Context: an optimization exercise on an open-source flow, tuned for small area, a short achievable clock period and few clock cycles. The choices shown serve that exercise and are no tape-out recipe. Where RTL was checked, it was by simulation tests only, not by an equivalence proof against the original.

## xenon
==> module multiplicacao_matrizes_seq, before the edit <==
module multiplicacao_matrizes_seq #(
  parameter int DATA_W = multiplicacao_pkg::DATA_W_DEF,
  parameter int MAX_N  = multiplicacao_pkg::MAX_N_DEF,
  parameter int SIZE_W = $clog2(MAX_N - 1),
  parameter int ACC_W  = 18
) (
  input  logic                            clk,
  input  logic                            rst_n,
  input  logic                            start,
  input  logic                            sat_en,
  input  logic [SIZE_W-1:0]               matrix_size,
  input  logic [MAX_N*MAX_N*DATA_W-1:0]   A,
  input  logic [MAX_N*MAX_N*DATA_W-1:0]   B,
  output logic                            busy,
  output logic                            done,
  output logic [MAX_N*MAX_N*DATA_W-1:0]   C,
  output logic                            overflow_flag
);
  localparam int CNT_W = 3;
  logic             run_q;      
  logic             done_q;     
  logic [MAX_N-1:0] first_q;    
  logic [CNT_W-1:0] cnt_q;
  logic             sat_q;
  logic [MAX_N-1:0] vld_q;      
  logic [DATA_W-1:0] a_q [MAX_N][MAX_N];
  logic [DATA_W-1:0] b_q [MAX_N][MAX_N];
  logic [ACC_W-1:0]  acc_q [MAX_N][MAX_N];
  logic [ACC_W-1:0]  acc_d [MAX_N][MAX_N];
  logic idle;
  logic [CNT_W-1:0] n_m1;
  assign idle = !run_q && !done_q;
  assign busy = run_q;
  assign done = done_q;
  assign n_m1 = CNT_W'(multiplicacao_pkg::decode_n(int'(matrix_size), MAX_N) - 1);
  always_ff @(posedge clk or negedge rst_n) begin
    if (!rst_n) begin
      run_q   <= 1'b0;
      done_q  <= 1'b0;
      first_q <= '0;
      cnt_q   <= '0;
      sat_q   <= 1'b0;
      vld_q   <= '0;
    end else begin
      done_q  <= 1'b0;
      first_q <= '0;
      if (idle) begin
        if (start) begin
          run_q   <= 1'b1;
          for (int i = 0; i < MAX_N; i++) first_q[i] <= (i <= int'(n_m1));
          cnt_q   <= n_m1;
          sat_q   <= sat_en;
          for (int i = 0; i < MAX_N; i++) vld_q[i] <= (i <= int'(n_m1));
        end
      end else if (run_q) begin
        cnt_q <= cnt_q - 1'b1;
        if (cnt_q == '0) begin
          run_q  <= 1'b0;
          done_q <= 1'b1;
        end
      end
    end
  end
  logic accept;
  logic more;
  assign accept = idle && start;
  assign more   = run_q && (cnt_q != '0);
  always_ff @(posedge clk) begin
    for (int i = 0; i < MAX_N; i++) begin
      for (int k = 0; k < MAX_N; k++) begin
        if (!run_q) begin
          b_q[k][i] <= B[(k*MAX_N + i)*DATA_W +: DATA_W];
        end else begin
          b_q[k][i] <= (k < MAX_N-1) ? b_q[(k+1) % MAX_N][i] : '0;
        end
      end
      for (int k = 1; k < MAX_N; k++) begin
        if (!run_q) begin
          a_q[i][k] <= A[(i*MAX_N + k)*DATA_W +: DATA_W];
        end else begin
          a_q[i][k] <= (k < MAX_N-1) ? a_q[i][(k+1) % MAX_N] : '0;
        end
      end
    end
  end
  always_ff @(posedge clk or negedge rst_n) begin
    if (!rst_n) begin
      for (int i = 0; i < MAX_N; i++) a_q[i][0] <= '0;
    end else begin
      for (int i = 0; i < MAX_N; i++) begin
        a_q[i][0] <= ({DATA_W{accept}} & A[(i*MAX_N)*DATA_W +: DATA_W]) |
                     ({DATA_W{more}} & a_q[i][1]);
      end
    end
  end
  for (genvar gi = 0; gi < MAX_N; gi++) begin : g_mr
    for (genvar gj = 0; gj < MAX_N; gj++) begin : g_mc
      mac_unit u_mac (
        .a      (a_q[gi][0]),
        .b      (b_q[0][gj]),
        .acc_in (first_q[gi] ? ACC_W'(1 << (DATA_W-1)) : acc_q[gi][gj]),
        .sum    (acc_d[gi][gj])
      );
      always_ff @(posedge clk) acc_q[gi][gj] <= acc_d[gi][gj];
    end
  end
  logic [MAX_N*MAX_N-1:0] ovf_e;
  for (genvar gi = 0; gi < MAX_N; gi++) begin : g_row
    for (genvar gj = 0; gj < MAX_N; gj++) begin : g_col
      logic [DATA_W-1:0] y;
      logic              o;
      saturador #(
        .ACC_W  (ACC_W),
        .DATA_W (DATA_W)
      ) u_sat (
        .acc    (acc_q[gi][gj]),
        .sat_en (sat_q),
        .y      (y),
        .ovf    (o)
      );
      localparam int GM = (gi > gj) ? gi : gj;
      assign C[(gi*MAX_N + gj)*DATA_W +: DATA_W] = vld_q[GM] ? y : '0;
      assign ovf_e[gi*MAX_N + gj] = vld_q[GM] && o;
    end
  end
  assign overflow_flag = |ovf_e;
endmodule
export LEC_CHECK = 0
export CAP_MARGIN = 20
export CORE_MARGIN = 2
export CORE_UTILIZATION = 40
export CTS_CLUSTER_DIAMETER = 100
export CTS_CLUSTER_SIZE = 20
export SLEW_MARGIN = 20
create_clock -name core_clock -period 11.0 [get_ports {clk}]
standard.sh (not shown) runs the stock make flow with config.mk's settings and CLKGATE_MAP_FILE= SYNTH_SCRIPT=/design/flow/synth_recipe.tcl, a recipe that flattens the netlist after the stock synthesis.
==> flow/flow/run.sh <==
#!/bin/bash
# The standard layout (the standard.sh, unchanged synthesis), with extra
# ORFS settings from flow/knobs.txt (one VAR=value per line): a larger
# setup margin for timing repair and a plain buffer for the port buffers.
# The constraints, clock period and checks are unchanged.
set -euo pipefail
mapfile -t KNOBS < <(grep -v '^#' flow/knobs.txt | sed '/^$/d')
bash standard.sh "${KNOBS[@]}" finish > standard_flow.log 2>&1
==> flow/flow/knobs.txt <==
SETUP_SLACK_MARGIN=5.75
BUFFER_PORTS_ARGS=-buffer_cell sky130_fd_sc_hd__buf_1
Testbench counts of xenon, summed over its fixed seeds: cycles 1,734.
### xenon -> indigo
==> flow/design.v, changed modules only <==
module multiplicacao_matrizes_seq #(
  parameter int DATA_W = multiplicacao_pkg::DATA_W_DEF,
  parameter int MAX_N  = multiplicacao_pkg::MAX_N_DEF,
  parameter int SIZE_W = $clog2(MAX_N - 1),
  parameter int ACC_W  = 18
) (
  input  logic                            clk,
  input  logic                            rst_n,
  input  logic                            start,
  input  logic                            sat_en,
  input  logic [SIZE_W-1:0]               matrix_size,
  input  logic [MAX_N*MAX_N*DATA_W-1:0]   A,
  input  logic [MAX_N*MAX_N*DATA_W-1:0]   B,
  output logic                            busy,
  output logic                            done,
  output logic [MAX_N*MAX_N*DATA_W-1:0]   C,
  output logic                            overflow_flag
);
  localparam int CNT_W = 3;
  logic             run_q;      
  logic             done_q;     
  logic [CNT_W-1:0] cnt_q;
  logic             sat_q;
  logic [MAX_N-1:0] vld_q;      
  logic [DATA_W-1:0] a_q [MAX_N][MAX_N];
  logic [DATA_W-1:0] b_q [MAX_N][MAX_N];
  logic [ACC_W-1:0]  acc_q [MAX_N][MAX_N];
  logic [ACC_W-1:0]  acc_d [MAX_N][MAX_N];
  logic idle;
  logic [CNT_W-1:0] n_m1;
  assign idle = !run_q && !done_q;
  assign busy = run_q;
  assign done = done_q;
  assign n_m1 = CNT_W'(multiplicacao_pkg::decode_n(int'(matrix_size), MAX_N) - 1);
  always_ff @(posedge clk or negedge rst_n) begin
    if (!rst_n) begin
      run_q   <= 1'b0;
      done_q  <= 1'b0;
      cnt_q   <= '0;
      sat_q   <= 1'b0;
      vld_q   <= '0;
    end else begin
      done_q  <= 1'b0;
      if (idle) begin
        if (start) begin
          run_q   <= 1'b1;
          cnt_q   <= n_m1;
          sat_q   <= sat_en;
          for (int i = 0; i < MAX_N; i++) vld_q[i] <= (i <= int'(n_m1));
        end
      end else if (run_q) begin
        cnt_q <= cnt_q - 1'b1;
        if (cnt_q == '0) begin
          run_q  <= 1'b0;
          done_q <= 1'b1;
        end
      end
    end
  end
  logic accept;
  logic more;
  assign accept = idle && start;
  assign more   = run_q && (cnt_q != '0);
  always_ff @(posedge clk) begin
    for (int i = 0; i < MAX_N; i++) begin
      for (int k = 0; k < MAX_N; k++) begin
        if (!run_q || k == MAX_N-1) begin
          b_q[k][i] <= B[(k*MAX_N + i)*DATA_W +: DATA_W];
        end else begin
          b_q[k][i] <= b_q[(k+1) % MAX_N][i];
        end
      end
      for (int k = 1; k < MAX_N; k++) begin
        if (!run_q || k == MAX_N-1) begin
          a_q[i][k] <= A[(i*MAX_N + k)*DATA_W +: DATA_W];
        end else begin
          a_q[i][k] <= a_q[i][(k+1) % MAX_N];
        end
      end
      a_q[i][0] <= ({DATA_W{accept}} & A[(i*MAX_N)*DATA_W +: DATA_W]) |
                   ({DATA_W{more}} & a_q[i][1]);
    end
  end
  for (genvar gi = 0; gi < MAX_N; gi++) begin : g_mr
    for (genvar gj = 0; gj < MAX_N; gj++) begin : g_mc
      mac_unit u_mac (
        .a      (a_q[gi][0]),
        .b      (b_q[0][gj]),
        .acc_in (acc_q[gi][gj]),
        .sum    (acc_d[gi][gj])
      );
      always_ff @(posedge clk) begin
        if (accept) acc_q[gi][gj] <= ACC_W'(1 << (DATA_W-1));
        else        acc_q[gi][gj] <= acc_d[gi][gj];
      end
    end
  end
  logic [MAX_N*MAX_N-1:0] ovf_e;
  for (genvar gi = 0; gi < MAX_N; gi++) begin : g_row
    for (genvar gj = 0; gj < MAX_N; gj++) begin : g_col
      logic [DATA_W-1:0] y;
      logic              o;
      saturador #(
        .ACC_W  (ACC_W),
        .DATA_W (DATA_W)
      ) u_sat (
        .acc    (acc_q[gi][gj]),
        .sat_en (sat_q),
        .y      (y),
        .ovf    (o)
      );
      localparam int GM = (gi > gj) ? gi : gj;
      assign C[(gi*MAX_N + gj)*DATA_W +: DATA_W] = vld_q[GM] ? y : '0;
      assign ovf_e[gi*MAX_N + gj] = vld_q[GM] && o;
    end
  end
  assign overflow_flag = |ovf_e;
endmodule
--- outcome ---
- Compared with xenon, indigo shows a vias after detailed routing that is 613 higher.
- Looking at xenon and indigo, the total number of nets in the final design is a wash.
- Via count of the first global-routing pass shrinks slightly when moving from xenon to indigo.
- Per the comparison of indigo with xenon, final non-filler cell total moved down, height of the die did not really move, count of clock-buffer cells in the layout -26.
- After detailed routing, xenon needs less wire than indigo.
- Of the two values seen for first element of the critical path, acc_q[15][12] was produced by indigo and acc_q[23][15] by xenon.
- Diff xenon -> indigo: worst slew slack as a fraction of its limit shows a reduction of 2.5 points, final critical path time including I/O delays and setup increased by 0.27 ns relative to the old numbers.
The RTL of indigo was laid out without a check of its function.

==> what the ideal ports hide <==
In the flow no input, the clock included, has a driving cell. The finished layouts below were timed again as built, in two steps.
Step 1 sets driving cells, clkbuf_16 on the clock port and buf_2 on the other inputs (assumed; they add their load-dependent delay and slew).
Step 2 adds t to the input delays and takes it off the output delays; t is the mean of the earliest and latest rising clock arrival at the registers after step 1. Input paths then give back, and output paths get back, about the clock's delay inside the block.
a / b / c = ideal ports / drivers / drivers and shift; a / b = the first two.
run | shift t [ns] | setup WS [ns] | worst setup path after step 2 | slew at the worst register clock pin (ns) | worst data-port slew with drivers (ns)
xenon | 0.825 | 5.705 / 5.609 / 5.884 | register to register | 0.10 / 0.10 | 0.15
indigo | 0.855 | 5.436 / 5.337 / 5.718 | input to register | 0.10 / 0.10 | 0.19
After both steps every run listed still meets setup and hold.
